From an optimization exercise on the open Yosys and OpenROAD flow, aimed at small area, a short achievable clock period and few clock cycles per item; shortcuts taken in it are not production practice.
No functional check of the RTL was part of this run.
Power figures rest on the tool's default switching activity, not on a simulated workload.

==> design.v <==
`timescale 1ns/1ps
package alu_pkg;
	localparam int DATA_W = 32;
	typedef logic [DATA_W-1:0] word_t;
	localparam int SHAMT_W = 5;
	typedef logic [SHAMT_W-1:0] shamt_t;
	typedef enum logic [3:0] {
		OP_ADD  = 4'd0,
		OP_SUB  = 4'd1,
		OP_MUL  = 4'd2,
		OP_AND  = 4'd3,
		OP_OR   = 4'd4,
		OP_XOR  = 4'd5,
		OP_SHL  = 4'd6,
		OP_LSHR = 4'd7,
		OP_ASHR = 4'd8,
		OP_EQ   = 4'd9,
		OP_NE   = 4'd10,
		OP_ULT  = 4'd11,
		OP_ULE  = 4'd12,
		OP_SLT  = 4'd13,
		OP_SLE  = 4'd14
	} alu_op_t;
	localparam int MUL_STAGES_DEF = 4;
endpackage
`timescale 1ns/1ps
module elastic_alu (
	input logic clk,
	input logic rst,
	input logic [31:0] lhs,
	input logic [3:0] lhs_op,
	input logic lhs_valid,
	output logic lhs_ready,
	input logic [31:0] rhs,
	input logic rhs_valid,
	output logic rhs_ready,
	output logic [31:0] result,
	output logic result_valid,
	input logic result_ready
);
	logic lv, rv, fire, adv;
	logic [31:0] a_l, a_r;
	logic [3:0] a_op;
	logic lbusy, rbusy, lv_n, rv_n, sv_n;
	assign fire = lv & rv & adv;
	assign lhs_ready = ~lbusy;
	assign rhs_ready = ~rbusy;
	logic l_en, r_en;
	assign l_en = ~lv | fire;
	assign r_en = ~rv | fire;
	assign lv_n = l_en ? lhs_valid : lv;
	assign rv_n = r_en ? rhs_valid : rv;
	always_ff @(posedge clk or posedge rst) begin
		if (rst) begin
			lv <= 1'b0;
			rv <= 1'b0;
			lbusy <= 1'b0;
			rbusy <= 1'b0;
		end else begin
			lv <= lv_n;
			rv <= rv_n;
			lbusy <= lv_n & ~(rv_n & ~sv_n);
			rbusy <= rv_n & ~(lv_n & ~sv_n);
		end
	end
	always_ff @(posedge clk) begin
		if (l_en) begin
			a_l <= lhs;
			a_op <= lhs_op;
		end
		if (r_en) begin
			a_r <= rhs;
		end
	end
	logic o_mul, o_sh, o_one, o_addr, o_subr, o_and, o_or, o_xor, o_cin, o_sgn, o_rt, o_s;
	logic [1:0] o_ck;
	logic [31:0] e_l, e_ad, fill;
	logic [15:0] e_one, e_two, e_neg;
	logic [32:0] rr;
	logic e_x0, e_x32, eq;
	always_comb begin
		o_mul = (a_op == 4'd2);
		o_sh = (a_op == 4'd6) | (a_op == 4'd7) | (a_op == 4'd8);
		o_rt = (a_op == 4'd7) | (a_op == 4'd8);
		o_s = (a_op == 4'd8) & a_l[31];
		o_addr = (a_op == 4'd0);
		o_subr = (a_op == 4'd1) | ((a_op >= 4'd9) & (a_op <= 4'd14));
		o_one = o_addr | o_subr;
		o_and = (a_op == 4'd3);
		o_or = (a_op == 4'd4);
		o_xor = (a_op == 4'd5);
		o_cin = (a_op == 4'd1) | (a_op == 4'd9) | (a_op == 4'd10) | (a_op == 4'd11) | (a_op == 4'd13);
		o_sgn = (a_op == 4'd13) | (a_op == 4'd14);
		o_ck = (a_op == 4'd9) ? 2'd1 : (a_op == 4'd10) ? 2'd2 :
			((a_op >= 4'd11) & (a_op <= 4'd14)) ? 2'd3 : 2'd0;
		for (int i = 0; i < 32; i++) begin
			e_l[i] = o_rt ? a_l[31 - i] : a_l[i];
		end
		rr = {a_r, 1'b0};
		for (int j = 0; j < 16; j++) begin
			e_one[j] = (o_mul & (rr[2*j+1] ^ rr[2*j])) | (o_sh & (a_r[4:1] == j) & ~a_r[0]) | ((j == 0) & o_one);
			e_two[j] = (o_mul & ((rr[2*j+2] & ~rr[2*j+1] & ~rr[2*j]) | (~rr[2*j+2] & rr[2*j+1] & rr[2*j]))) |
				(o_sh & (a_r[4:1] == j) & a_r[0]);
			e_neg[j] = o_mul & rr[2*j+2];
		end
		e_x0 = o_mul ? e_neg[0] : o_cin;
		e_x32 = (o_ck != 2'd0) & ~(o_sgn & (a_l[31] ^ a_r[31]));
		for (int i = 0; i < 32; i++) begin
			fill[i] = o_s & (i < a_r[4:0]);
		end
		e_ad = ({32{o_addr}} & a_r) | ({32{o_subr}} & ~a_r) | ({32{o_and}} & (a_l & a_r)) |
			({32{o_or}} & (a_l | a_r)) | ({32{o_xor}} & (a_l ^ a_r)) | fill;
		eq = (a_l == a_r);
	end
	logic cv;
	logic [31:0] c_l, ad;
	logic [15:0] one, two, neg;
	logic x0, x32;
	logic c_sn, c_sr, c_fl, c_fe;
	always_ff @(posedge clk or posedge rst) begin
		if (rst) begin
			cv <= 1'b0;
		end else if (adv) begin
			cv <= fire;
		end
	end
	always_ff @(posedge clk) begin
		if (adv) begin
			c_l <= e_l;
			ad <= e_ad;
			one <= e_one;
			two <= e_two;
			neg <= e_neg;
			x0 <= e_x0;
			x32 <= e_x32;
			c_sn <= (o_ck == 2'd0) & ~o_rt;
			c_sr <= (o_ck == 2'd0) & o_rt;
			c_fl <= (o_ck == 2'd3);
			c_fe <= ((o_ck == 2'd1) & eq) | ((o_ck == 2'd2) & ~eq);
		end
	end
	logic [31:0] pp0, pp1, pp2, pp3, pp4, pp5, pp6, pp7, pp8, pp9, pp10, pp11, pp12, pp13, pp14, pp15;
	logic [32:0] ll;
	assign ll = {c_l, 1'b0};
	always_comb begin
		for (int i = 0; i < 32; i++) begin
			pp0[i] = ((one[0] & ll[i+1]) | (two[0] & ll[i])) ^ neg[0];
			pp1[i] = ((one[1] & ll[i+1]) | (two[1] & ll[i])) ^ neg[1];
			pp2[i] = ((one[2] & ll[i+1]) | (two[2] & ll[i])) ^ neg[2];
			pp3[i] = ((one[3] & ll[i+1]) | (two[3] & ll[i])) ^ neg[3];
			pp4[i] = ((one[4] & ll[i+1]) | (two[4] & ll[i])) ^ neg[4];
			pp5[i] = ((one[5] & ll[i+1]) | (two[5] & ll[i])) ^ neg[5];
			pp6[i] = ((one[6] & ll[i+1]) | (two[6] & ll[i])) ^ neg[6];
			pp7[i] = ((one[7] & ll[i+1]) | (two[7] & ll[i])) ^ neg[7];
			pp8[i] = ((one[8] & ll[i+1]) | (two[8] & ll[i])) ^ neg[8];
			pp9[i] = ((one[9] & ll[i+1]) | (two[9] & ll[i])) ^ neg[9];
			pp10[i] = ((one[10] & ll[i+1]) | (two[10] & ll[i])) ^ neg[10];
			pp11[i] = ((one[11] & ll[i+1]) | (two[11] & ll[i])) ^ neg[11];
			pp12[i] = ((one[12] & ll[i+1]) | (two[12] & ll[i])) ^ neg[12];
			pp13[i] = ((one[13] & ll[i+1]) | (two[13] & ll[i])) ^ neg[13];
			pp14[i] = ((one[14] & ll[i+1]) | (two[14] & ll[i])) ^ neg[14];
			pp15[i] = ((one[15] & ll[i+1]) | (two[15] & ll[i])) ^ neg[15];
		end
	end
	logic [32:0] tx, ty, sum;
	logic t1, t2, t3, t4, t5, t6, t7, t8, t9, t10, t11, t12, t13, t14, t15, t16, t17, t18, t19, t20, t21, t22, t23, t24, t25, t26, t27, t28, t29, t30, t31, t32, t33, t34, t35, t36, t37, t38, t39, t40, t41, t42, t43, t44, t45, t46, t47, t48, t49, t50, t51, t52, t53, t54, t55, t56, t57, t58, t59, t60, t61, t62, t63, t64, t65, t66, t67, t68, t69, t70, t71, t72, t73, t74, t75, t76, t77, t78, t79, t80, t81, t82, t83, t84, t85, t86, t87, t88, t89, t90, t91, t92, t93, t94, t95, t96, t97, t98, t99, t100, t101, t102, t103, t104, t105, t106, t107, t108, t109, t110, t111, t112, t113, t114, t115, t116, t117, t118, t119, t120, t121, t122, t123, t124, t125, t126, t127, t128, t129, t130, t131, t132, t133, t134, t135, t136, t137, t138, t139, t140, t141, t142, t143, t144, t145, t146, t147, t148, t149, t150, t151, t152, t153, t154, t155, t156, t157, t158, t159, t160, t161, t162, t163, t164, t165, t166, t167, t168, t169, t170, t171, t172, t173, t174, t175, t176, t177, t178, t179, t180, t181, t182, t183, t184, t185, t186, t187, t188, t189, t190, t191, t192, t193, t194, t195, t196, t197, t198, t199, t200, t201, t202, t203, t204, t205, t206, t207, t208, t209, t210, t211, t212, t213, t214, t215, t216, t217, t218, t219, t220, t221, t222, t223, t224, t225, t226, t227, t228, t229, t230, t231, t232, t233, t234, t235, t236, t237, t238, t239, t240, t241, t242, t243, t244, t245, t246, t247, t248, t249, t250, t251, t252, t253, t254, t255, t256, t257, t258, t259, t260, t261, t262, t263, t264, t265, t266, t267, t268, t269, t270, t271, t272, t273, t274, t275, t276, t277, t278, t279, t280, t281, t282, t283, t284, t285, t286, t287, t288, t289, t290, t291, t292, t293, t294, t295, t296, t297, t298, t299, t300, t301, t302, t303, t304, t305, t306, t307, t308, t309, t310, t311, t312, t313, t314, t315, t316, t317, t318, t319, t320, t321, t322, t323, t324, t325, t326, t327, t328, t329, t330, t331, t332, t333, t334, t335, t336, t337, t338, t339, t340, t341, t342, t343, t344, t345, t346, t347, t348, t349, t350, t351, t352, t353, t354, t355, t356, t357, t358, t359, t360, t361, t362, t363, t364, t365, t366, t367, t368, t369, t370, t371, t372, t373, t374, t375, t376, t377, t378, t379, t380, t381, t382, t383, t384, t385, t386, t387, t388, t389, t390, t391, t392, t393, t394, t395, t396, t397, t398, t399, t400, t401, t402, t403, t404, t405, t406, t407, t408, t409, t410, t411, t412, t413, t414, t415, t416, t417, t418, t419, t420, t421, t422, t423, t424, t425, t426, t427, t428, t429, t430, t431, t432, t433, t434, t435, t436, t437, t438, t439, t440, t441, t442, t443, t444, t445, t446, t447, t448, t449, t450, t451, t452, t453, t454, t455, t456, t457, t458, t459, t460, t461, t462, t463, t464, t465, t466, t467, t468, t469, t470, t471, t472, t473, t474, t475, t476, t477, t478, t479, t480, t481, t482, t483, t484, t485, t486, t487, t488, t489, t490, t491, t492, t493, t494, t495, t496, t497, t498, t499, t500, t501, t502, t503, t504, t505, t506, t507, t508, t509, t510, t511, t512, t513, t514, t515, t516, t517, t518, t519, t520, t521, t522, t523, t524, t525, t526, t527, t528, t529;
	csa_ha t1_h (.a(neg[11]), .b(ad[22]), .s(t1), .co(t2));
	csa_ha t3_h (.a(ad[23]), .b(pp0[23]), .s(t3), .co(t4));
	csa_fa t5_f (.a(neg[12]), .b(ad[24]), .c(pp0[24]), .s(t5), .co(t6));
	csa_ha t7_h (.a(pp10[4]), .b(pp11[2]), .s(t7), .co(t8));
	csa_fa t9_f (.a(ad[25]), .b(pp0[25]), .c(pp10[5]), .s(t9), .co(t10));
	csa_ha t11_h (.a(pp11[3]), .b(pp12[1]), .s(t11), .co(t12));
	csa_fa t13_f (.a(neg[13]), .b(ad[26]), .c(pp0[26]), .s(t13), .co(t14));
	csa_fa t15_f (.a(pp10[6]), .b(pp11[4]), .c(pp12[2]), .s(t15), .co(t16));
	csa_ha t17_h (.a(pp13[0]), .b(pp1[24]), .s(t17), .co(t18));
	csa_fa t19_f (.a(ad[27]), .b(pp0[27]), .c(pp10[7]), .s(t19), .co(t20));
	csa_fa t21_f (.a(pp11[5]), .b(pp12[3]), .c(pp13[1]), .s(t21), .co(t22));
	csa_ha t23_h (.a(pp1[25]), .b(pp2[23]), .s(t23), .co(t24));
	csa_fa t25_f (.a(neg[14]), .b(ad[28]), .c(pp0[28]), .s(t25), .co(t26));
	csa_fa t27_f (.a(pp10[8]), .b(pp11[6]), .c(pp12[4]), .s(t27), .co(t28));
	csa_fa t29_f (.a(pp13[2]), .b(pp14[0]), .c(pp1[26]), .s(t29), .co(t30));
	csa_ha t31_h (.a(pp2[24]), .b(pp3[22]), .s(t31), .co(t32));
	csa_fa t33_f (.a(ad[29]), .b(pp0[29]), .c(pp10[9]), .s(t33), .co(t34));
	csa_fa t35_f (.a(pp11[7]), .b(pp12[5]), .c(pp13[3]), .s(t35), .co(t36));
	csa_fa t37_f (.a(pp14[1]), .b(pp1[27]), .c(pp2[25]), .s(t37), .co(t38));
	csa_ha t39_h (.a(pp3[23]), .b(pp4[21]), .s(t39), .co(t40));
	csa_fa t41_f (.a(neg[15]), .b(ad[30]), .c(pp0[30]), .s(t41), .co(t42));
	csa_fa t43_f (.a(pp10[10]), .b(pp11[8]), .c(pp12[6]), .s(t43), .co(t44));
	csa_fa t45_f (.a(pp13[4]), .b(pp14[2]), .c(pp15[0]), .s(t45), .co(t46));
	csa_fa t47_f (.a(pp1[28]), .b(pp2[26]), .c(pp3[24]), .s(t47), .co(t48));
	csa_ha t49_h (.a(pp4[22]), .b(pp5[20]), .s(t49), .co(t50));
	csa_fa t51_f (.a(ad[31]), .b(pp0[31]), .c(pp10[11]), .s(t51), .co(t52));
	csa_fa t53_f (.a(pp11[9]), .b(pp12[7]), .c(pp13[5]), .s(t53), .co(t54));
	csa_fa t55_f (.a(pp14[3]), .b(pp15[1]), .c(pp1[29]), .s(t55), .co(t56));
	csa_fa t57_f (.a(pp2[27]), .b(pp3[25]), .c(pp4[23]), .s(t57), .co(t58));
	csa_ha t59_h (.a(pp5[21]), .b(pp6[19]), .s(t59), .co(t60));
	csa_ha t61_h (.a(neg[7]), .b(ad[14]), .s(t61), .co(t62));
	csa_ha t63_h (.a(ad[15]), .b(pp0[15]), .s(t63), .co(t64));
	csa_fa t65_f (.a(neg[8]), .b(ad[16]), .c(pp0[16]), .s(t65), .co(t66));
	csa_ha t67_h (.a(pp1[14]), .b(pp2[12]), .s(t67), .co(t68));
	csa_fa t69_f (.a(ad[17]), .b(pp0[17]), .c(pp1[15]), .s(t69), .co(t70));
	csa_ha t71_h (.a(pp2[13]), .b(pp3[11]), .s(t71), .co(t72));
	csa_fa t73_f (.a(neg[9]), .b(ad[18]), .c(pp0[18]), .s(t73), .co(t74));
	csa_fa t75_f (.a(pp1[16]), .b(pp2[14]), .c(pp3[12]), .s(t75), .co(t76));
	csa_ha t77_h (.a(pp4[10]), .b(pp5[8]), .s(t77), .co(t78));
	csa_fa t79_f (.a(ad[19]), .b(pp0[19]), .c(pp1[17]), .s(t79), .co(t80));
	csa_fa t81_f (.a(pp2[15]), .b(pp3[13]), .c(pp4[11]), .s(t81), .co(t82));
	csa_ha t83_h (.a(pp5[9]), .b(pp6[7]), .s(t83), .co(t84));
	csa_fa t85_f (.a(neg[10]), .b(ad[20]), .c(pp0[20]), .s(t85), .co(t86));
	csa_fa t87_f (.a(pp10[0]), .b(pp1[18]), .c(pp2[16]), .s(t87), .co(t88));
	csa_fa t89_f (.a(pp3[14]), .b(pp4[12]), .c(pp5[10]), .s(t89), .co(t90));
	csa_ha t91_h (.a(pp6[8]), .b(pp7[6]), .s(t91), .co(t92));
	csa_fa t93_f (.a(ad[21]), .b(pp0[21]), .c(pp10[1]), .s(t93), .co(t94));
	csa_fa t95_f (.a(pp1[19]), .b(pp2[17]), .c(pp3[15]), .s(t95), .co(t96));
	csa_fa t97_f (.a(pp4[13]), .b(pp5[11]), .c(pp6[9]), .s(t97), .co(t98));
	csa_ha t99_h (.a(pp7[7]), .b(pp8[5]), .s(t99), .co(t100));
	csa_fa t101_f (.a(pp0[22]), .b(pp10[2]), .c(pp11[0]), .s(t101), .co(t102));
	csa_fa t103_f (.a(pp1[20]), .b(pp2[18]), .c(pp3[16]), .s(t103), .co(t104));
	csa_fa t105_f (.a(pp4[14]), .b(pp5[12]), .c(pp6[10]), .s(t105), .co(t106));
	csa_fa t107_f (.a(pp7[8]), .b(pp8[6]), .c(pp9[4]), .s(t107), .co(t108));
	csa_fa t109_f (.a(pp10[3]), .b(pp11[1]), .c(pp1[21]), .s(t109), .co(t110));
	csa_fa t111_f (.a(pp2[19]), .b(pp3[17]), .c(pp4[15]), .s(t111), .co(t112));
	csa_fa t113_f (.a(pp5[13]), .b(pp6[11]), .c(pp7[9]), .s(t113), .co(t114));
	csa_fa t115_f (.a(pp8[7]), .b(pp9[5]), .c(t2), .s(t115), .co(t116));
	csa_fa t117_f (.a(pp12[0]), .b(pp1[22]), .c(pp2[20]), .s(t117), .co(t118));
	csa_fa t119_f (.a(pp3[18]), .b(pp4[16]), .c(pp5[14]), .s(t119), .co(t120));
	csa_fa t121_f (.a(pp6[12]), .b(pp7[10]), .c(pp8[8]), .s(t121), .co(t122));
	csa_fa t123_f (.a(pp9[6]), .b(t4), .c(t7), .s(t123), .co(t124));
	csa_fa t125_f (.a(pp1[23]), .b(pp2[21]), .c(pp3[19]), .s(t125), .co(t126));
	csa_fa t127_f (.a(pp4[17]), .b(pp5[15]), .c(pp6[13]), .s(t127), .co(t128));
	csa_fa t129_f (.a(pp7[11]), .b(pp8[9]), .c(pp9[7]), .s(t129), .co(t130));
	csa_fa t131_f (.a(t8), .b(t11), .c(t6), .s(t131), .co(t132));
	csa_fa t133_f (.a(pp2[22]), .b(pp3[20]), .c(pp4[18]), .s(t133), .co(t134));
	csa_fa t135_f (.a(pp5[16]), .b(pp6[14]), .c(pp7[12]), .s(t135), .co(t136));
	csa_fa t137_f (.a(pp8[10]), .b(pp9[8]), .c(t12), .s(t137), .co(t138));
	csa_fa t139_f (.a(t17), .b(t10), .c(t13), .s(t139), .co(t140));
	csa_fa t141_f (.a(pp3[21]), .b(pp4[19]), .c(pp5[17]), .s(t141), .co(t142));
	csa_fa t143_f (.a(pp6[15]), .b(pp7[13]), .c(pp8[11]), .s(t143), .co(t144));
	csa_fa t145_f (.a(pp9[9]), .b(t18), .c(t23), .s(t145), .co(t146));
	csa_fa t147_f (.a(t14), .b(t16), .c(t19), .s(t147), .co(t148));
	csa_fa t149_f (.a(pp4[20]), .b(pp5[18]), .c(pp6[16]), .s(t149), .co(t150));
	csa_fa t151_f (.a(pp7[14]), .b(pp8[12]), .c(pp9[10]), .s(t151), .co(t152));
	csa_fa t153_f (.a(t24), .b(t31), .c(t20), .s(t153), .co(t154));
	csa_fa t155_f (.a(t22), .b(t25), .c(t27), .s(t155), .co(t156));
	csa_fa t157_f (.a(pp5[19]), .b(pp6[17]), .c(pp7[15]), .s(t157), .co(t158));
	csa_fa t159_f (.a(pp8[13]), .b(pp9[11]), .c(t32), .s(t159), .co(t160));
	csa_fa t161_f (.a(t39), .b(t26), .c(t28), .s(t161), .co(t162));
	csa_fa t163_f (.a(t30), .b(t33), .c(t35), .s(t163), .co(t164));
	csa_fa t165_f (.a(pp6[18]), .b(pp7[16]), .c(pp8[14]), .s(t165), .co(t166));
	csa_fa t167_f (.a(pp9[12]), .b(t40), .c(t49), .s(t167), .co(t168));
	csa_fa t169_f (.a(t34), .b(t36), .c(t38), .s(t169), .co(t170));
	csa_fa t171_f (.a(t41), .b(t43), .c(t45), .s(t171), .co(t172));
	csa_fa t173_f (.a(pp7[17]), .b(pp8[15]), .c(pp9[13]), .s(t173), .co(t174));
	csa_fa t175_f (.a(t50), .b(t59), .c(t42), .s(t175), .co(t176));
	csa_fa t177_f (.a(t44), .b(t46), .c(t48), .s(t177), .co(t178));
	csa_fa t179_f (.a(t51), .b(t53), .c(t55), .s(t179), .co(t180));
	csa_x2 t181_x (.a(x32), .b(t60), .y(t181));
	csa_ha t182_h (.a(neg[4]), .b(ad[8]), .s(t182), .co(t183));
	csa_ha t184_h (.a(ad[9]), .b(pp0[9]), .s(t184), .co(t185));
	csa_fa t186_f (.a(neg[5]), .b(ad[10]), .c(pp0[10]), .s(t186), .co(t187));
	csa_ha t188_h (.a(pp1[8]), .b(pp2[6]), .s(t188), .co(t189));
	csa_fa t190_f (.a(ad[11]), .b(pp0[11]), .c(pp1[9]), .s(t190), .co(t191));
	csa_ha t192_h (.a(pp2[7]), .b(pp3[5]), .s(t192), .co(t193));
	csa_fa t194_f (.a(neg[6]), .b(ad[12]), .c(pp0[12]), .s(t194), .co(t195));
	csa_fa t196_f (.a(pp1[10]), .b(pp2[8]), .c(pp3[6]), .s(t196), .co(t197));
	csa_ha t198_h (.a(pp4[4]), .b(pp5[2]), .s(t198), .co(t199));
	csa_fa t200_f (.a(ad[13]), .b(pp0[13]), .c(pp1[11]), .s(t200), .co(t201));
	csa_fa t202_f (.a(pp2[9]), .b(pp3[7]), .c(pp4[5]), .s(t202), .co(t203));
	csa_ha t204_h (.a(pp5[3]), .b(pp6[1]), .s(t204), .co(t205));
	csa_fa t206_f (.a(pp0[14]), .b(pp1[12]), .c(pp2[10]), .s(t206), .co(t207));
	csa_fa t208_f (.a(pp3[8]), .b(pp4[6]), .c(pp5[4]), .s(t208), .co(t209));
	csa_fa t210_f (.a(pp6[2]), .b(pp7[0]), .c(t61), .s(t210), .co(t211));
	csa_fa t212_f (.a(pp1[13]), .b(pp2[11]), .c(pp3[9]), .s(t212), .co(t213));
	csa_fa t214_f (.a(pp4[7]), .b(pp5[5]), .c(pp6[3]), .s(t214), .co(t215));
	csa_fa t216_f (.a(pp7[1]), .b(t62), .c(t63), .s(t216), .co(t217));
	csa_fa t218_f (.a(pp3[10]), .b(pp4[8]), .c(pp5[6]), .s(t218), .co(t219));
	csa_fa t220_f (.a(pp6[4]), .b(pp7[2]), .c(pp8[0]), .s(t220), .co(t221));
	csa_fa t222_f (.a(t64), .b(t67), .c(t65), .s(t222), .co(t223));
	csa_fa t224_f (.a(pp4[9]), .b(pp5[7]), .c(pp6[5]), .s(t224), .co(t225));
	csa_fa t226_f (.a(pp7[3]), .b(pp8[1]), .c(t68), .s(t226), .co(t227));
	csa_fa t228_f (.a(t71), .b(t66), .c(t69), .s(t228), .co(t229));
	csa_fa t230_f (.a(pp6[6]), .b(pp7[4]), .c(pp8[2]), .s(t230), .co(t231));
	csa_fa t232_f (.a(pp9[0]), .b(t72), .c(t77), .s(t232), .co(t233));
	csa_fa t234_f (.a(t70), .b(t73), .c(t75), .s(t234), .co(t235));
	csa_fa t236_f (.a(pp7[5]), .b(pp8[3]), .c(pp9[1]), .s(t236), .co(t237));
	csa_fa t238_f (.a(t78), .b(t83), .c(t74), .s(t238), .co(t239));
	csa_fa t240_f (.a(t76), .b(t79), .c(t81), .s(t240), .co(t241));
	csa_fa t242_f (.a(pp8[4]), .b(pp9[2]), .c(t84), .s(t242), .co(t243));
	csa_fa t244_f (.a(t91), .b(t80), .c(t82), .s(t244), .co(t245));
	csa_fa t246_f (.a(t85), .b(t87), .c(t89), .s(t246), .co(t247));
	csa_fa t248_f (.a(pp9[3]), .b(t92), .c(t99), .s(t248), .co(t249));
	csa_fa t250_f (.a(t86), .b(t88), .c(t90), .s(t250), .co(t251));
	csa_fa t252_f (.a(t93), .b(t95), .c(t97), .s(t252), .co(t253));
	csa_fa t254_f (.a(t1), .b(t100), .c(t94), .s(t254), .co(t255));
	csa_fa t256_f (.a(t96), .b(t98), .c(t101), .s(t256), .co(t257));
	csa_fa t258_f (.a(t103), .b(t105), .c(t107), .s(t258), .co(t259));
	csa_fa t260_f (.a(t3), .b(t102), .c(t104), .s(t260), .co(t261));
	csa_fa t262_f (.a(t106), .b(t108), .c(t109), .s(t262), .co(t263));
	csa_fa t264_f (.a(t111), .b(t113), .c(t115), .s(t264), .co(t265));
	csa_fa t266_f (.a(t110), .b(t112), .c(t114), .s(t266), .co(t267));
	csa_fa t268_f (.a(t116), .b(t117), .c(t119), .s(t268), .co(t269));
	csa_fa t270_f (.a(t121), .b(t5), .c(t123), .s(t270), .co(t271));
	csa_fa t272_f (.a(t118), .b(t120), .c(t122), .s(t272), .co(t273));
	csa_fa t274_f (.a(t125), .b(t127), .c(t129), .s(t274), .co(t275));
	csa_fa t276_f (.a(t9), .b(t124), .c(t131), .s(t276), .co(t277));
	csa_x2 t279_x (.a(t126), .b(t128), .y(t279));
	csa_x2 t278_x (.a(t279), .b(t130), .y(t278));
	csa_mj t280_m (.a(t126), .b(t128), .c(t130), .y(t280));
	csa_x2 t282_x (.a(t133), .b(t135), .y(t282));
	csa_x2 t281_x (.a(t282), .b(t15), .y(t281));
	csa_mj t283_m (.a(t133), .b(t135), .c(t15), .y(t283));
	csa_x2 t285_x (.a(t137), .b(t132), .y(t285));
	csa_x2 t284_x (.a(t285), .b(t139), .y(t284));
	csa_mj t286_m (.a(t137), .b(t132), .c(t139), .y(t286));
	csa_x2 t288_x (.a(t134), .b(t136), .y(t288));
	csa_x2 t287_x (.a(t288), .b(t141), .y(t287));
	csa_mj t289_m (.a(t134), .b(t136), .c(t141), .y(t289));
	csa_x2 t291_x (.a(t143), .b(t21), .y(t291));
	csa_x2 t290_x (.a(t291), .b(t138), .y(t290));
	csa_mj t292_m (.a(t143), .b(t21), .c(t138), .y(t292));
	csa_x2 t294_x (.a(t145), .b(t140), .y(t294));
	csa_x2 t293_x (.a(t294), .b(t147), .y(t293));
	csa_mj t295_m (.a(t145), .b(t140), .c(t147), .y(t295));
	csa_x2 t297_x (.a(t142), .b(t144), .y(t297));
	csa_x2 t296_x (.a(t297), .b(t149), .y(t296));
	csa_mj t298_m (.a(t142), .b(t144), .c(t149), .y(t298));
	csa_x2 t300_x (.a(t151), .b(t29), .y(t300));
	csa_x2 t299_x (.a(t300), .b(t146), .y(t299));
	csa_mj t301_m (.a(t151), .b(t29), .c(t146), .y(t301));
	csa_x2 t303_x (.a(t148), .b(t153), .y(t303));
	csa_x2 t302_x (.a(t303), .b(t155), .y(t302));
	csa_mj t304_m (.a(t148), .b(t153), .c(t155), .y(t304));
	csa_x2 t306_x (.a(t150), .b(t152), .y(t306));
	csa_x2 t305_x (.a(t306), .b(t157), .y(t305));
	csa_mj t307_m (.a(t150), .b(t152), .c(t157), .y(t307));
	csa_x2 t309_x (.a(t37), .b(t159), .y(t309));
	csa_x2 t308_x (.a(t309), .b(t154), .y(t308));
	csa_mj t310_m (.a(t37), .b(t159), .c(t154), .y(t310));
	csa_x2 t312_x (.a(t156), .b(t161), .y(t312));
	csa_x2 t311_x (.a(t312), .b(t163), .y(t311));
	csa_mj t313_m (.a(t156), .b(t161), .c(t163), .y(t313));
	csa_x2 t315_x (.a(t158), .b(t165), .y(t315));
	csa_x2 t314_x (.a(t315), .b(t47), .y(t314));
	csa_mj t316_m (.a(t158), .b(t165), .c(t47), .y(t316));
	csa_x2 t318_x (.a(t160), .b(t167), .y(t318));
	csa_x2 t317_x (.a(t318), .b(t162), .y(t317));
	csa_mj t319_m (.a(t160), .b(t167), .c(t162), .y(t319));
	csa_x2 t321_x (.a(t164), .b(t169), .y(t321));
	csa_x2 t320_x (.a(t321), .b(t171), .y(t320));
	csa_mj t322_m (.a(t164), .b(t169), .c(t171), .y(t322));
	csa_x2 t324_x (.a(t166), .b(t173), .y(t324));
	csa_x2 t323_x (.a(t324), .b(t57), .y(t323));
	csa_mj t325_m (.a(t166), .b(t173), .c(t57), .y(t325));
	csa_x2 t327_x (.a(t168), .b(t170), .y(t327));
	csa_x2 t326_x (.a(t327), .b(t172), .y(t326));
	csa_mj t328_m (.a(t168), .b(t170), .c(t172), .y(t328));
	csa_x2 t330_x (.a(t175), .b(t177), .y(t330));
	csa_x2 t329_x (.a(t330), .b(t179), .y(t329));
	csa_mj t331_m (.a(t175), .b(t177), .c(t179), .y(t331));
	csa_x2 t333_x (.a(t174), .b(t52), .y(t333));
	csa_x2 t332_x (.a(t333), .b(t54), .y(t332));
	csa_x2 t335_x (.a(t56), .b(t58), .y(t335));
	csa_x2 t334_x (.a(t335), .b(t181), .y(t334));
	csa_x2 t337_x (.a(t176), .b(t178), .y(t337));
	csa_x2 t336_x (.a(t337), .b(t180), .y(t336));
	csa_ha t338_h (.a(neg[2]), .b(ad[4]), .s(t338), .co(t339));
	csa_ha t340_h (.a(ad[5]), .b(pp0[5]), .s(t340), .co(t341));
	csa_fa t342_f (.a(neg[3]), .b(ad[6]), .c(pp0[6]), .s(t342), .co(t343));
	csa_ha t344_h (.a(pp1[4]), .b(pp2[2]), .s(t344), .co(t345));
	csa_fa t346_f (.a(ad[7]), .b(pp0[7]), .c(pp1[5]), .s(t346), .co(t347));
	csa_ha t348_h (.a(pp2[3]), .b(pp3[1]), .s(t348), .co(t349));
	csa_fa t350_f (.a(pp0[8]), .b(pp1[6]), .c(pp2[4]), .s(t350), .co(t351));
	csa_fa t352_f (.a(pp3[2]), .b(pp4[0]), .c(t182), .s(t352), .co(t353));
	csa_fa t354_f (.a(pp1[7]), .b(pp2[5]), .c(pp3[3]), .s(t354), .co(t355));
	csa_fa t356_f (.a(pp4[1]), .b(t183), .c(t184), .s(t356), .co(t357));
	csa_fa t358_f (.a(pp3[4]), .b(pp4[2]), .c(pp5[0]), .s(t358), .co(t359));
	csa_fa t360_f (.a(t185), .b(t188), .c(t186), .s(t360), .co(t361));
	csa_fa t362_f (.a(pp4[3]), .b(pp5[1]), .c(t189), .s(t362), .co(t363));
	csa_fa t364_f (.a(t192), .b(t187), .c(t190), .s(t364), .co(t365));
	csa_fa t366_f (.a(pp6[0]), .b(t193), .c(t198), .s(t366), .co(t367));
	csa_fa t368_f (.a(t191), .b(t194), .c(t196), .s(t368), .co(t369));
	csa_fa t370_f (.a(t199), .b(t204), .c(t195), .s(t370), .co(t371));
	csa_fa t372_f (.a(t197), .b(t200), .c(t202), .s(t372), .co(t373));
	csa_fa t374_f (.a(t205), .b(t201), .c(t203), .s(t374), .co(t375));
	csa_fa t376_f (.a(t206), .b(t208), .c(t210), .s(t376), .co(t377));
	csa_fa t378_f (.a(t207), .b(t209), .c(t212), .s(t378), .co(t379));
	csa_fa t380_f (.a(t214), .b(t211), .c(t216), .s(t380), .co(t381));
	csa_fa t382_f (.a(t213), .b(t215), .c(t218), .s(t382), .co(t383));
	csa_fa t384_f (.a(t220), .b(t217), .c(t222), .s(t384), .co(t385));
	csa_fa t386_f (.a(t219), .b(t221), .c(t224), .s(t386), .co(t387));
	csa_fa t388_f (.a(t226), .b(t223), .c(t228), .s(t388), .co(t389));
	csa_fa t390_f (.a(t225), .b(t230), .c(t227), .s(t390), .co(t391));
	csa_fa t392_f (.a(t232), .b(t229), .c(t234), .s(t392), .co(t393));
	csa_fa t394_f (.a(t231), .b(t236), .c(t233), .s(t394), .co(t395));
	csa_fa t396_f (.a(t235), .b(t238), .c(t240), .s(t396), .co(t397));
	csa_fa t398_f (.a(t237), .b(t242), .c(t239), .s(t398), .co(t399));
	csa_fa t400_f (.a(t241), .b(t244), .c(t246), .s(t400), .co(t401));
	csa_fa t402_f (.a(t243), .b(t248), .c(t245), .s(t402), .co(t403));
	csa_fa t404_f (.a(t247), .b(t250), .c(t252), .s(t404), .co(t405));
	csa_fa t406_f (.a(t249), .b(t251), .c(t253), .s(t406), .co(t407));
	csa_fa t408_f (.a(t254), .b(t256), .c(t258), .s(t408), .co(t409));
	csa_fa t410_f (.a(t255), .b(t257), .c(t259), .s(t410), .co(t411));
	csa_fa t412_f (.a(t260), .b(t262), .c(t264), .s(t412), .co(t413));
	csa_fa t414_f (.a(t261), .b(t263), .c(t266), .s(t414), .co(t415));
	csa_fa t416_f (.a(t265), .b(t268), .c(t270), .s(t416), .co(t417));
	csa_fa t418_f (.a(t267), .b(t269), .c(t272), .s(t418), .co(t419));
	csa_fa t420_f (.a(t274), .b(t271), .c(t276), .s(t420), .co(t421));
	csa_x2 t423_x (.a(t273), .b(t278), .y(t423));
	csa_x2 t422_x (.a(t423), .b(t275), .y(t422));
	csa_mj t424_m (.a(t273), .b(t278), .c(t275), .y(t424));
	csa_x2 t426_x (.a(t281), .b(t284), .y(t426));
	csa_x2 t425_x (.a(t426), .b(t277), .y(t425));
	csa_mj t427_m (.a(t281), .b(t284), .c(t277), .y(t427));
	csa_x2 t429_x (.a(t280), .b(t287), .y(t429));
	csa_x2 t428_x (.a(t429), .b(t283), .y(t428));
	csa_mj t430_m (.a(t280), .b(t287), .c(t283), .y(t430));
	csa_x2 t432_x (.a(t290), .b(t293), .y(t432));
	csa_x2 t431_x (.a(t432), .b(t286), .y(t431));
	csa_mj t433_m (.a(t290), .b(t293), .c(t286), .y(t433));
	csa_x2 t435_x (.a(t296), .b(t289), .y(t435));
	csa_x2 t434_x (.a(t435), .b(t299), .y(t434));
	csa_mj t436_m (.a(t296), .b(t289), .c(t299), .y(t436));
	csa_x2 t438_x (.a(t292), .b(t302), .y(t438));
	csa_x2 t437_x (.a(t438), .b(t295), .y(t437));
	csa_mj t439_m (.a(t292), .b(t302), .c(t295), .y(t439));
	csa_x2 t441_x (.a(t305), .b(t298), .y(t441));
	csa_x2 t440_x (.a(t441), .b(t301), .y(t440));
	csa_mj t442_m (.a(t305), .b(t298), .c(t301), .y(t442));
	csa_x2 t444_x (.a(t308), .b(t311), .y(t444));
	csa_x2 t443_x (.a(t444), .b(t304), .y(t443));
	csa_mj t445_m (.a(t308), .b(t311), .c(t304), .y(t445));
	csa_x2 t447_x (.a(t307), .b(t314), .y(t447));
	csa_x2 t446_x (.a(t447), .b(t310), .y(t446));
	csa_mj t448_m (.a(t307), .b(t314), .c(t310), .y(t448));
	csa_x2 t450_x (.a(t317), .b(t320), .y(t450));
	csa_x2 t449_x (.a(t450), .b(t313), .y(t449));
	csa_mj t451_m (.a(t317), .b(t320), .c(t313), .y(t451));
	csa_x2 t453_x (.a(t316), .b(t323), .y(t453));
	csa_x2 t452_x (.a(t453), .b(t319), .y(t452));
	csa_mj t454_m (.a(t316), .b(t323), .c(t319), .y(t454));
	csa_x2 t456_x (.a(t326), .b(t329), .y(t456));
	csa_x2 t455_x (.a(t456), .b(t322), .y(t455));
	csa_mj t457_m (.a(t326), .b(t329), .c(t322), .y(t457));
	csa_x2 t459_x (.a(t332), .b(t334), .y(t459));
	csa_x2 t458_x (.a(t459), .b(t325), .y(t458));
	csa_x2 t461_x (.a(t336), .b(t328), .y(t461));
	csa_x2 t460_x (.a(t461), .b(t331), .y(t460));
	csa_ha t462_h (.a(neg[1]), .b(ad[2]), .s(t462), .co(t463));
	csa_ha t464_h (.a(ad[3]), .b(pp0[3]), .s(t464), .co(t465));
	csa_fa t466_f (.a(pp0[4]), .b(pp1[2]), .c(pp2[0]), .s(t466), .co(t467));
	csa_fa t468_f (.a(pp1[3]), .b(pp2[1]), .c(t339), .s(t468), .co(t469));
	csa_fa t470_f (.a(pp3[0]), .b(t341), .c(t344), .s(t470), .co(t471));
	csa_fa t472_f (.a(t345), .b(t348), .c(t343), .s(t472), .co(t473));
	csa_fa t474_f (.a(t349), .b(t347), .c(t350), .s(t474), .co(t475));
	csa_fa t476_f (.a(t351), .b(t354), .c(t353), .s(t476), .co(t477));
	csa_fa t478_f (.a(t355), .b(t358), .c(t357), .s(t478), .co(t479));
	csa_fa t480_f (.a(t359), .b(t362), .c(t361), .s(t480), .co(t481));
	csa_fa t482_f (.a(t363), .b(t366), .c(t365), .s(t482), .co(t483));
	csa_fa t484_f (.a(t367), .b(t369), .c(t370), .s(t484), .co(t485));
	csa_fa t486_f (.a(t371), .b(t373), .c(t374), .s(t486), .co(t487));
	csa_fa t488_f (.a(t375), .b(t378), .c(t377), .s(t488), .co(t489));
	csa_fa t490_f (.a(t379), .b(t382), .c(t381), .s(t490), .co(t491));
	csa_fa t492_f (.a(t383), .b(t386), .c(t385), .s(t492), .co(t493));
	csa_fa t494_f (.a(t387), .b(t390), .c(t389), .s(t494), .co(t495));
	csa_fa t496_f (.a(t391), .b(t394), .c(t393), .s(t496), .co(t497));
	csa_fa t498_f (.a(t395), .b(t398), .c(t397), .s(t498), .co(t499));
	csa_fa t500_f (.a(t399), .b(t402), .c(t401), .s(t500), .co(t501));
	csa_fa t502_f (.a(t403), .b(t406), .c(t405), .s(t502), .co(t503));
	csa_fa t504_f (.a(t407), .b(t410), .c(t409), .s(t504), .co(t505));
	csa_fa t506_f (.a(t411), .b(t414), .c(t413), .s(t506), .co(t507));
	csa_fa t508_f (.a(t415), .b(t418), .c(t417), .s(t508), .co(t509));
	csa_x2 t511_x (.a(t422), .b(t419), .y(t511));
	csa_x2 t510_x (.a(t511), .b(t425), .y(t510));
	csa_mj t512_m (.a(t422), .b(t419), .c(t425), .y(t512));
	csa_x2 t514_x (.a(t424), .b(t428), .y(t514));
	csa_x2 t513_x (.a(t514), .b(t427), .y(t513));
	csa_mj t515_m (.a(t424), .b(t428), .c(t427), .y(t515));
	csa_x2 t517_x (.a(t430), .b(t434), .y(t517));
	csa_x2 t516_x (.a(t517), .b(t433), .y(t516));
	csa_mj t518_m (.a(t430), .b(t434), .c(t433), .y(t518));
	csa_x2 t520_x (.a(t436), .b(t440), .y(t520));
	csa_x2 t519_x (.a(t520), .b(t439), .y(t519));
	csa_mj t521_m (.a(t436), .b(t440), .c(t439), .y(t521));
	csa_x2 t523_x (.a(t446), .b(t442), .y(t523));
	csa_x2 t522_x (.a(t523), .b(t445), .y(t522));
	csa_mj t524_m (.a(t446), .b(t442), .c(t445), .y(t524));
	csa_x2 t526_x (.a(t452), .b(t448), .y(t526));
	csa_x2 t525_x (.a(t526), .b(t451), .y(t525));
	csa_mj t527_m (.a(t452), .b(t448), .c(t451), .y(t527));
	csa_x2 t529_x (.a(t458), .b(t454), .y(t529));
	csa_x2 t528_x (.a(t529), .b(t460), .y(t528));
	logic q0_0, q0_1, q0_2, q1_0, q1_1, q2_0, q2_1, q2_2, q3_0, q3_1, q3_2, q4_0, q4_1, q4_2, q5_0, q5_1, q5_2, q6_0, q6_1, q6_2, q7_0, q7_1, q7_2, q8_0, q8_1, q8_2, q9_0, q9_1, q9_2, q10_0, q10_1, q10_2, q11_0, q11_1, q11_2, q12_0, q12_1, q12_2, q13_0, q13_1, q13_2, q14_0, q14_1, q14_2, q15_0, q15_1, q15_2, q16_0, q16_1, q16_2, q17_0, q17_1, q17_2, q18_0, q18_1, q18_2, q19_0, q19_1, q19_2, q20_0, q20_1, q20_2, q21_0, q21_1, q21_2, q22_0, q22_1, q22_2, q23_0, q23_1, q23_2, q24_0, q24_1, q24_2, q25_0, q25_1, q25_2, q26_0, q26_1, q26_2, q27_0, q27_1, q27_2, q28_0, q28_1, q28_2, q29_0, q29_1, q29_2, q30_0, q30_1, q30_2, q31_0, q31_1, q31_2, q32_0, q32_1, q32_2;
	always_ff @(posedge clk) begin
		if (adv) begin
			q0_0 <= ad[0];
			q0_1 <= x0;
			q0_2 <= pp0[0];
			q1_0 <= ad[1];
			q1_1 <= pp0[1];
			q2_0 <= t462;
			q2_1 <= pp0[2];
			q2_2 <= pp1[0];
			q3_0 <= t464;
			q3_1 <= pp1[1];
			q3_2 <= t463;
			q4_0 <= t466;
			q4_1 <= t338;
			q4_2 <= t465;
			q5_0 <= t468;
			q5_1 <= t340;
			q5_2 <= t467;
			q6_0 <= t470;
			q6_1 <= t342;
			q6_2 <= t469;
			q7_0 <= t472;
			q7_1 <= t346;
			q7_2 <= t471;
			q8_0 <= t474;
			q8_1 <= t352;
			q8_2 <= t473;
			q9_0 <= t476;
			q9_1 <= t356;
			q9_2 <= t475;
			q10_0 <= t478;
			q10_1 <= t360;
			q10_2 <= t477;
			q11_0 <= t480;
			q11_1 <= t364;
			q11_2 <= t479;
			q12_0 <= t482;
			q12_1 <= t368;
			q12_2 <= t481;
			q13_0 <= t484;
			q13_1 <= t372;
			q13_2 <= t483;
			q14_0 <= t486;
			q14_1 <= t376;
			q14_2 <= t485;
			q15_0 <= t488;
			q15_1 <= t380;
			q15_2 <= t487;
			q16_0 <= t490;
			q16_1 <= t384;
			q16_2 <= t489;
			q17_0 <= t492;
			q17_1 <= t388;
			q17_2 <= t491;
			q18_0 <= t494;
			q18_1 <= t392;
			q18_2 <= t493;
			q19_0 <= t496;
			q19_1 <= t396;
			q19_2 <= t495;
			q20_0 <= t498;
			q20_1 <= t400;
			q20_2 <= t497;
			q21_0 <= t500;
			q21_1 <= t404;
			q21_2 <= t499;
			q22_0 <= t502;
			q22_1 <= t408;
			q22_2 <= t501;
			q23_0 <= t504;
			q23_1 <= t412;
			q23_2 <= t503;
			q24_0 <= t506;
			q24_1 <= t416;
			q24_2 <= t505;
			q25_0 <= t508;
			q25_1 <= t420;
			q25_2 <= t507;
			q26_0 <= t510;
			q26_1 <= t421;
			q26_2 <= t509;
			q27_0 <= t513;
			q27_1 <= t431;
			q27_2 <= t512;
			q28_0 <= t516;
			q28_1 <= t437;
			q28_2 <= t515;
			q29_0 <= t519;
			q29_1 <= t443;
			q29_2 <= t518;
			q30_0 <= t522;
			q30_1 <= t449;
			q30_2 <= t521;
			q31_0 <= t525;
			q31_1 <= t455;
			q31_2 <= t524;
			q32_0 <= t528;
			q32_1 <= t457;
			q32_2 <= t527;
		end
	end
	logic u1, u2, u3, u4, u5, u6, u7, u8, u9, u10, u11, u12, u13, u14, u15, u16, u17, u18, u19, u20, u21, u22, u23, u24, u25, u26, u27, u28, u29, u30, u31, u32, u33, u34, u35, u36, u37, u38, u39, u40, u41, u42, u43, u44, u45, u46, u47, u48, u49, u50, u51, u52, u53, u54, u55, u56, u57, u58, u59, u60, u61, u62, u63, u64, u65, u66, u67, u68, u69, u70, u71, u72;
	csa_ha u1_h (.a(q0_0), .b(q0_1), .s(u1), .co(u2));
	csa_ha u3_h (.a(q1_0), .b(q1_1), .s(u3), .co(u4));
	csa_fa u5_f (.a(q2_0), .b(q2_1), .c(q2_2), .s(u5), .co(u6));
	csa_fa u7_f (.a(q3_0), .b(q3_1), .c(q3_2), .s(u7), .co(u8));
	csa_fa u9_f (.a(q4_0), .b(q4_1), .c(q4_2), .s(u9), .co(u10));
	csa_fa u11_f (.a(q5_0), .b(q5_1), .c(q5_2), .s(u11), .co(u12));
	csa_fa u13_f (.a(q6_0), .b(q6_1), .c(q6_2), .s(u13), .co(u14));
	csa_fa u15_f (.a(q7_0), .b(q7_1), .c(q7_2), .s(u15), .co(u16));
	csa_fa u17_f (.a(q8_0), .b(q8_1), .c(q8_2), .s(u17), .co(u18));
	csa_fa u19_f (.a(q9_0), .b(q9_1), .c(q9_2), .s(u19), .co(u20));
	csa_fa u21_f (.a(q10_0), .b(q10_1), .c(q10_2), .s(u21), .co(u22));
	csa_fa u23_f (.a(q11_0), .b(q11_1), .c(q11_2), .s(u23), .co(u24));
	csa_fa u25_f (.a(q12_0), .b(q12_1), .c(q12_2), .s(u25), .co(u26));
	csa_fa u27_f (.a(q13_0), .b(q13_1), .c(q13_2), .s(u27), .co(u28));
	csa_fa u29_f (.a(q14_0), .b(q14_1), .c(q14_2), .s(u29), .co(u30));
	csa_fa u31_f (.a(q15_0), .b(q15_1), .c(q15_2), .s(u31), .co(u32));
	csa_fa u33_f (.a(q16_0), .b(q16_1), .c(q16_2), .s(u33), .co(u34));
	csa_fa u35_f (.a(q17_0), .b(q17_1), .c(q17_2), .s(u35), .co(u36));
	csa_fa u37_f (.a(q18_0), .b(q18_1), .c(q18_2), .s(u37), .co(u38));
	csa_fa u39_f (.a(q19_0), .b(q19_1), .c(q19_2), .s(u39), .co(u40));
	csa_fa u41_f (.a(q20_0), .b(q20_1), .c(q20_2), .s(u41), .co(u42));
	csa_fa u43_f (.a(q21_0), .b(q21_1), .c(q21_2), .s(u43), .co(u44));
	csa_fa u45_f (.a(q22_0), .b(q22_1), .c(q22_2), .s(u45), .co(u46));
	csa_fa u47_f (.a(q23_0), .b(q23_1), .c(q23_2), .s(u47), .co(u48));
	csa_fa u49_f (.a(q24_0), .b(q24_1), .c(q24_2), .s(u49), .co(u50));
	csa_fa u51_f (.a(q25_0), .b(q25_1), .c(q25_2), .s(u51), .co(u52));
	csa_x2 u54_x (.a(q26_0), .b(q26_1), .y(u54));
	csa_x2 u53_x (.a(u54), .b(q26_2), .y(u53));
	csa_mj u55_m (.a(q26_0), .b(q26_1), .c(q26_2), .y(u55));
	csa_x2 u57_x (.a(q27_0), .b(q27_1), .y(u57));
	csa_x2 u56_x (.a(u57), .b(q27_2), .y(u56));
	csa_mj u58_m (.a(q27_0), .b(q27_1), .c(q27_2), .y(u58));
	csa_x2 u60_x (.a(q28_0), .b(q28_1), .y(u60));
	csa_x2 u59_x (.a(u60), .b(q28_2), .y(u59));
	csa_mj u61_m (.a(q28_0), .b(q28_1), .c(q28_2), .y(u61));
	csa_x2 u63_x (.a(q29_0), .b(q29_1), .y(u63));
	csa_x2 u62_x (.a(u63), .b(q29_2), .y(u62));
	csa_mj u64_m (.a(q29_0), .b(q29_1), .c(q29_2), .y(u64));
	csa_x2 u66_x (.a(q30_0), .b(q30_1), .y(u66));
	csa_x2 u65_x (.a(u66), .b(q30_2), .y(u65));
	csa_mj u67_m (.a(q30_0), .b(q30_1), .c(q30_2), .y(u67));
	csa_x2 u69_x (.a(q31_0), .b(q31_1), .y(u69));
	csa_x2 u68_x (.a(u69), .b(q31_2), .y(u68));
	csa_mj u70_m (.a(q31_0), .b(q31_1), .c(q31_2), .y(u70));
	csa_x2 u72_x (.a(q32_0), .b(q32_1), .y(u72));
	csa_x2 u71_x (.a(u72), .b(q32_2), .y(u71));
	assign tx = {u71, u68, u65, u62, u59, u56, u53, u51, u49, u47, u45, u43, u41, u39, u37, u35, u33, u31, u29, u27, u25, u23, u21, u19, u17, u15, u13, u11, u9, u7, u5, u3, u1};
	assign ty = {u70, u67, u64, u61, u58, u55, u52, u50, u48, u46, u44, u42, u40, u38, u36, u34, u32, u30, u28, u26, u24, u22, u20, u18, u16, u14, u12, u10, u8, u6, u4, u2, q0_2};
	assign sum = tx + ty;
	logic bv;
	logic b_sn, b_sr, b_fl, b_fe;
	always_ff @(posedge clk or posedge rst) begin
		if (rst) begin
			bv <= 1'b0;
		end else if (adv) begin
			bv <= cv;
		end
	end
	always_ff @(posedge clk) begin
		if (adv) begin
			b_sn <= c_sn;
			b_sr <= c_sr;
			b_fl <= c_fl;
			b_fe <= c_fe;
		end
	end
	logic [31:0] res;
	always_comb begin
		for (int i = 0; i < 32; i++) begin
			res[i] = (b_sn & sum[i]) | (b_sr & sum[31 - i]);
		end
		res[0] = res[0] | (b_fl & sum[32]) | b_fe;
	end
	logic ov, sv, take;
	logic [31:0] o_d, s_d;
	assign adv = ~sv;
	assign take = ov & result_ready;
	assign result_valid = ov;
	assign result = o_d;
	logic ov_n;
	always_comb begin
		ov_n = ov;
		sv_n = sv;
		if (sv) begin
			if (take) sv_n = 1'b0;
		end else if (bv) begin
			if (ov & ~take) sv_n = 1'b1;
			else ov_n = 1'b1;
		end else if (take) begin
			ov_n = 1'b0;
		end
	end
	always_ff @(posedge clk or posedge rst) begin
		if (rst) begin
			ov <= 1'b0;
			sv <= 1'b0;
		end else begin
			ov <= ov_n;
			sv <= sv_n;
		end
	end
	logic k_s, k_n, k_r;
	logic [31:0] o_n;
	assign k_s = sv;
	assign k_n = ~sv & b_sn;
	assign k_r = ~sv & b_sr;
	always_comb begin
		for (int i = 0; i < 32; i++) begin
			o_n[i] = (k_s & s_d[i]) | (k_n & sum[i]) | (k_r & sum[31 - i]);
		end
		o_n[0] = o_n[0] | (~sv & ((b_fl & sum[32]) | b_fe));
	end
	always_ff @(posedge clk) begin
		if (~sv) s_d <= res;
		if ((sv & take) | (~sv & bv & (~ov | take))) o_d <= o_n;
	end
endmodule
module csa_fa (
	input logic a,
	input logic b,
	input logic c,
	output logic s,
	output logic co
);
	assign s = a ^ b ^ c;
	assign co = (a & b) | (a & c) | (b & c);
endmodule
module csa_ha (
	input logic a,
	input logic b,
	output logic s,
	output logic co
);
	assign s = a ^ b;
	assign co = a & b;
endmodule
module csa_x2 (
	input logic a,
	input logic b,
	output logic y
);
	assign y = a ^ b;
endmodule
module csa_mj (
	input logic a,
	input logic b,
	input logic c,
	output logic y
);
	assign y = (a & b) | (a & c) | (b & c);
endmodule
==> flow/run.sh <==
#!/bin/bash
# The standard layout (standard.sh) with two changes to the ORFS run:
#  - timing repair aims at a larger setup slack (SETUP_SLACK_MARGIN), so the
#    layout is sped up beyond the 10 ns clock it must meet;
#  - the port buffers are buf_2 cells rather than the delay-cell buffer that
#    buffer_ports picks by default (every port still gets its own buffer).
# The make output goes to make_flow.log; ORFS keeps each tool's log under orfs/logs.
set -euo pipefail
MARGIN=${MARGIN:-6.5}
PORTBUF=${PORTBUF:-sky130_fd_sc_hd__buf_2}
sed "s/\"\\\${@:-finish}\"/SETUP_SLACK_MARGIN=$MARGIN 'BUFFER_PORTS_ARGS=-buffer_cell $PORTBUF' \"\${@:-finish}\"/" standard.sh > flow/standard_own.sh
grep -q "SETUP_SLACK_MARGIN=$MARGIN" flow/standard_own.sh
bash flow/standard_own.sh > make_flow.log 2>&1
==> flow/standard_own.sh <==
#!/bin/bash
# The standard flow's own layout of this design, on the ORFS make targets given (by default finish). After
# finish it leaves the final layout's DEF at /design/flow/out/final.def.
set -euo pipefail
make -C /OpenROAD-flow-scripts/flow DESIGN_CONFIG=/design/flow/config.mk WORK_HOME=/design/flow/orfs CLKGATE_MAP_FILE= SYNTH_SCRIPT=/design/flow/synth_recipe.tcl CAP_MARGIN=20 CORE_MARGIN=2 CORE_UTILIZATION=40 SLEW_MARGIN=20 SYNTH_HIERARCHICAL=1 SETUP_SLACK_MARGIN=6.5 'BUFFER_PORTS_ARGS=-buffer_cell sky130_fd_sc_hd__buf_2' "${@:-finish}"
if [[ -f /design/flow/orfs/results/sky130hd/elastic_alu/base/6_final.odb ]]; then
  : # left out here: write the final layout as DEF
fi
==> standard.sh <==
#!/bin/bash
# synth_recipe.tcl (not shown) runs the flow's synth.tcl, then flattens the netlist and writes it again
# the make line also repeats each setting of config.mk as NAME=value (left out here)
make -C /OpenROAD-flow-scripts/flow DESIGN_CONFIG=/design/flow/config.mk WORK_HOME=/design/flow/orfs CLKGATE_MAP_FILE= SYNTH_SCRIPT=/design/flow/synth_recipe.tcl "${@:-finish}"
==> config.mk <==
export PLATFORM = sky130hd
export DESIGN_NAME = elastic_alu
export DESIGN_NICKNAME = elastic_alu
export VERILOG_FILES = /design/flow/design.v
export SDC_FILE = /design/flow/constraint.sdc
export NUM_CORES = 4
export LEC_CHECK = 0
export CAP_MARGIN = 20
export CORE_MARGIN = 2
export CORE_UTILIZATION = 40
export SLEW_MARGIN = 20
export SYNTH_HIERARCHICAL = 1
==> constraint.sdc <==
create_clock -name core_clock -period 10.0 [get_ports {clk}]
set_input_delay 2.0000 -clock core_clock [delete_from_list [all_inputs] [get_ports {clk}]]
set_output_delay 2.0000 -clock core_clock [all_outputs]
set_load 0.01 [all_outputs]
==> impl_metrics.yaml <==
status:
  outcome: "complete, no violations"
sta:
  finalClockSkew_ns: 0.0179
  max_slew_margin: 0.290
  final.setup.worst_slack_ns: 6.49
  tightest_slew_ns: 1.07
  hold_violations: 0
  slew_violations: 0
  fin_crit_ns: 3.51
  max_freq_ghz: 0.285
  rsz0062_at_grt: "yes"
  period_share: 0.351
  setup_viol: 0
  setup_tns_ns: 0
hold_path:
  min_delay_path_depth: 0
  hp-class: "flop to flop"
global_route:
  gr-usage-all-layers: 0.237
  grt_max_degree: 164
  grt_antenna_before_repair: 0
  grt_pass1_vias: 20600
  overflow: 0
  grt_pass1_wl_mm: 127
synthesis:
  synth-seq-area-share: 0.389
  synth_warnings: 7
  ys.flop_type: "edfxtp_1"
  synth_area_per_cell_sq_um: 11.5
  syn_nets: 2829
  yosysUniqueCellTypes: 61
  syn-instance-count: 2419
  synth_seq_cells: 360
  async_flop_share: 0.0222
  synth_edf_count: 352
  netlist_area_sq_mm: 0.0277
cts:
  cts_hold_buf: 0
  cts_buffers: 43
  cts_tree: "yes"
  htree_levels: 2
  cts_buffer_depth: 3
  cts.sinks: 360
  clk_latency_ns: 0.58
  cts_root_buffer: "clkbuf_16"
  path_clk_slew_ns: 0.06
detailed_routing:
  routedWlPerCell_um: 25.0
  dr_total_vias: 20300
  initialDrtViolationCount: 2068
  ant_nets: 0
  wl_mm: 86.1
  drc: 0
  via_per_inst: 5.89
  dr.pass1.iters: 7
layout:
  utilization: 0.464
  drive_gt1_frac: 0.171
  final_area_sq_mm: 0.0318
  multi_input_area_sq_mm: 0.0164
  fillers: 6204
  seq_area_sq_mm: 0.0108
  nets: 2898
  syn_to_final_growth_pct: 14.8
  n_antenna_cell: 0
place:
  dpl_cell_area_sq_mm: 0.0290
  place_ws_ns: 6.08
  port_buffers: 107
  post-dp-hpwl_mm: 59.9
  gp_congestion: 0.953
floorplanning:
  start_util: 0.404
  fp.dieW_um: 267
  dieArea_sq_mm: 0.0714
  rows: 96
  design.core.area_sq_mm: 0.0686
  num_io_pins: 108
  chipHeight_um: 267
setup_path:
  crit_path_end_kind: "flop"
  crit_path_max_incr_delay_ns: 0.60
  cp_cell_sequence: "fa_1 > ha_4 > a21o_1 > a221o_1 > o22a_1 > a311oi_4 > o21a_1 > xnor2_2 > a22o_1 > mux2_4"
  worstReg2RegStart: "q2_0$_DFFE_PN_"
  start_kind: "flop"
  worstPathRequired_ns: 10.32
  startpoint: "q2_0$_DFFE_PN_"
  path_buf_inv: 0
  path_depth: 10
  worstPathArrival_ns: 3.83
  critPathMaxFanout: 4
  timing.rr.end: "o_d[20]$_DFFE_PP_"
  crit_path_top_delay_cell: "fa_1"
  path_class: "flop to flop"
  rrSetupSlack_ns: 6.49
  endpoint: "o_d[20]$_DFFE_PP_"
  r2r.worst_path.cells: 10
  cp_top_family: "compound AO/OA/AOI/OAI gates"
power_and_ir_drop:
  p_leak_uw: 0.0115
  pwr-share-seq: 0.512
  clkPwrFrac: 0.484
  p_sw_frac: 0.200
  vdd_drop_max_v: 0.000115
  p_sw_uw: 640
  comb_power_share: 0.004
  powerDensity_mw_per_mm2: 100
  p_int_uw: 2560
job:
  drv_cap: 0
==> power by group through the flow <==
stage	clock network, uW	registers, uW	logic [uW]
finish	1550	1640	14.2
global route	1640	1630	16.3
CTS	1580	1640	14.5
detailed placement	0	1670	14.4
global placement	0	1670	13.8
floorplan	0	1670	0.523
==> Yosys stat by module (local to each module, per instance) <==
module | area, sq um | cells inside
elastic_alu | 22000 | 2048
csa_x2 | 8.76 | 1
csa_fa | 20.0 | 1
csa_ha | 12.5 | 1
csa_mj | 11.3 | 1
==> what timing repair did <==
action,4_1_cts,5_1_grt
gates resized for setup,32,62
setup endpoints to repair,57,60
buffers inserted,26,63
pin swaps,10,38
==> registers in the layout, indices dropped and copies added, names as in the netlist, 4 cells and up <==
name / count
a_l: 32
a_op: 4
a_r: 32
ad: 32
c_l: 32
neg: 16
o_d: 32
one: 16
s_d: 32
two: 16
==> worst reg2reg max path, delay by kind of cell (launching register included) <==
family / cells / cell delay [ns]
compound gates: 6 / 1.66
fa+ha+maj: 2 / 0.83
mux: 1 / 0.26
flops: 1 / 0.40
xor+xnor: 1 / 0.10
==> stage by stage <==
stage / std cells / hold slack (ns) / total power [uW]
global route: 3452 / 0.426 / 3290
finish: 3452 / 0.419 / 3200
global placement: 3285 / 0.407 / 1680
CTS: 3389 / 0.414 / 3230
detailed placement: 3285 / 0.410 / 1680
floorplan: 2419 / 0.400 / 1670
==> metal layers <==
| layer | up-vias | track usage | share of wire |
|---|---|---|---|
| met3 | 304 | 0.0404 | 0.075 |
| li1 | 8896 | - | - |
| met4 | 0 | 0.121 | 0.054 |
| met2 | 1106 | 0.390 | 0.47 |
| met1 | 10000 | 0.302 | 0.40 |
| met5 | - | 0 | 0 |
==> placed cells by master, fill, tap and decap left out, types with 21 or more instances in the layout <==
cell type,synthesis,final
edfxtp_1,352,352
xnor2_1,305,295
a22oi_1,271,270
fa_1,199,197
nand2_1,162,159
ha_1,138,121
o21ai_0,119,113
xor2_1,110,108
buf_2,2,107
buf_4,0,94
inv_1,86,85
nor2_1,67,66
a21oi_1,61,55
clkbuf_16,0,44
maj3_2,42,42
nand3_1,35,35
buf_12,0,23
a22o_1,21,21
==> cells in the mapped netlist (9+ instances only) <==
| cell | number | share of area |
|---|---|---|
| a21o_1 | 12 | 0.0033 |
| edfxtp_1 | 352 | 0.38 |
| ha_1 | 138 | 0.062 |
| or3_1 | 9 | 0.0020 |
| a22oi_1 | 271 | 0.073 |
| fa_1 | 199 | 0.14 |
| inv_1 | 86 | 0.012 |
| a32o_1 | 14 | 0.0051 |
| nor3_1 | 13 | 0.0023 |
| o211ai_1 | 12 | 0.0033 |
| nand4_1 | 11 | 0.0025 |
| clkbuf_1 | 169 | 0.023 |
| o21ai_0 | 119 | 0.021 |
| xnor2_1 | 305 | 0.096 |
| a22o_1 | 21 | 0.0066 |
| a21oi_1 | 61 | 0.011 |
| nor2_1 | 67 | 0.0091 |
| nand3_1 | 35 | 0.0063 |
| xor2_1 | 110 | 0.035 |
| buf_1 | 37 | 0.0050 |
| maj3_2 | 42 | 0.017 |
| nor4_1 | 11 | 0.0025 |
| o2111ai_1 | 12 | 0.0038 |
| a31oi_1 | 10 | 0.0023 |
| a221oi_1 | 21 | 0.0066 |
| nand2_1 | 162 | 0.022 |
| mux2_2 | 24 | 0.0098 |
==> how the worst min path moves through the flow <==
stage / start / to / slack (ns)
2_1_floorplan: c_fe$_DFFE_PN_ / b_fe$_DFFE_PN_ / 0.40
3_3_place_gp: c_fe$_DFFE_PN_ / b_fe$_DFFE_PN_ / 0.41
3_5_place_dp: c_fe$_DFFE_PN_ / b_fe$_DFFE_PN_ / 0.41
4_1_cts: c_fe$_DFFE_PN_ / b_fe$_DFFE_PN_ / 0.41
5_1_grt: ad[1]$_DFFE_PN_ / q1_0$_DFFE_PN_ / 0.43
6_report: ad[1]$_DFFE_PN_ / q1_0$_DFFE_PN_ / 0.42
==> area by class of cell <==
class,instances,area share
Multi-Input combinational cell,1763,0.514
Sequential cell,360,0.339
Clock buffer,51,0.0354
Inverter,87,0.0105
Clock inverter,27,0.00826
Tap cell,931,0.0366
Timing Repair Buffer,233,0.0567
==> logic make-up (layout without fill, tap and decap cells) <==
logic type / Yosys count / after routing / synth area share
adders and majority gates: 379 / 379 / 0.223
muxes: 24 / 24 / 0.00975
xor gates and xnor gates: 415 / 415 / 0.131
AOI/OAI and AO/OA: 606 / 606 / 0.153
and+or+nand+nor: 339 / 339 / 0.0542
buffers and inverters: 296 / 398 / 0.0405
DFF: 360 / 360 / 0.389

[re-timing with driven ports]
No port has a modelled driver above. Below, the same layout with a new extraction and two added sets of constraints. Step 1 assumes that a clkbuf_16 drives the clock port and a buf_2 every other input. Step 2 times the ports against the registers' clock, not the clock port: input delays grow and output delays shrink by t, the midpoint of the rising clock arrivals with the driver on. Slacks: ideal ports / drivers / drivers and shift; pairs: ideal ports / drivers.
t (ns): 0.628
setup slack, ns: 6.495 / 6.495 / 6.495
hold slack, ns: 0.419 / 0.419 / 0.419
After both steps this run still meets setup and hold. For this run, drivers alone change the setup slack by 0.000 ns; drivers and shift together by 0.000 ns.
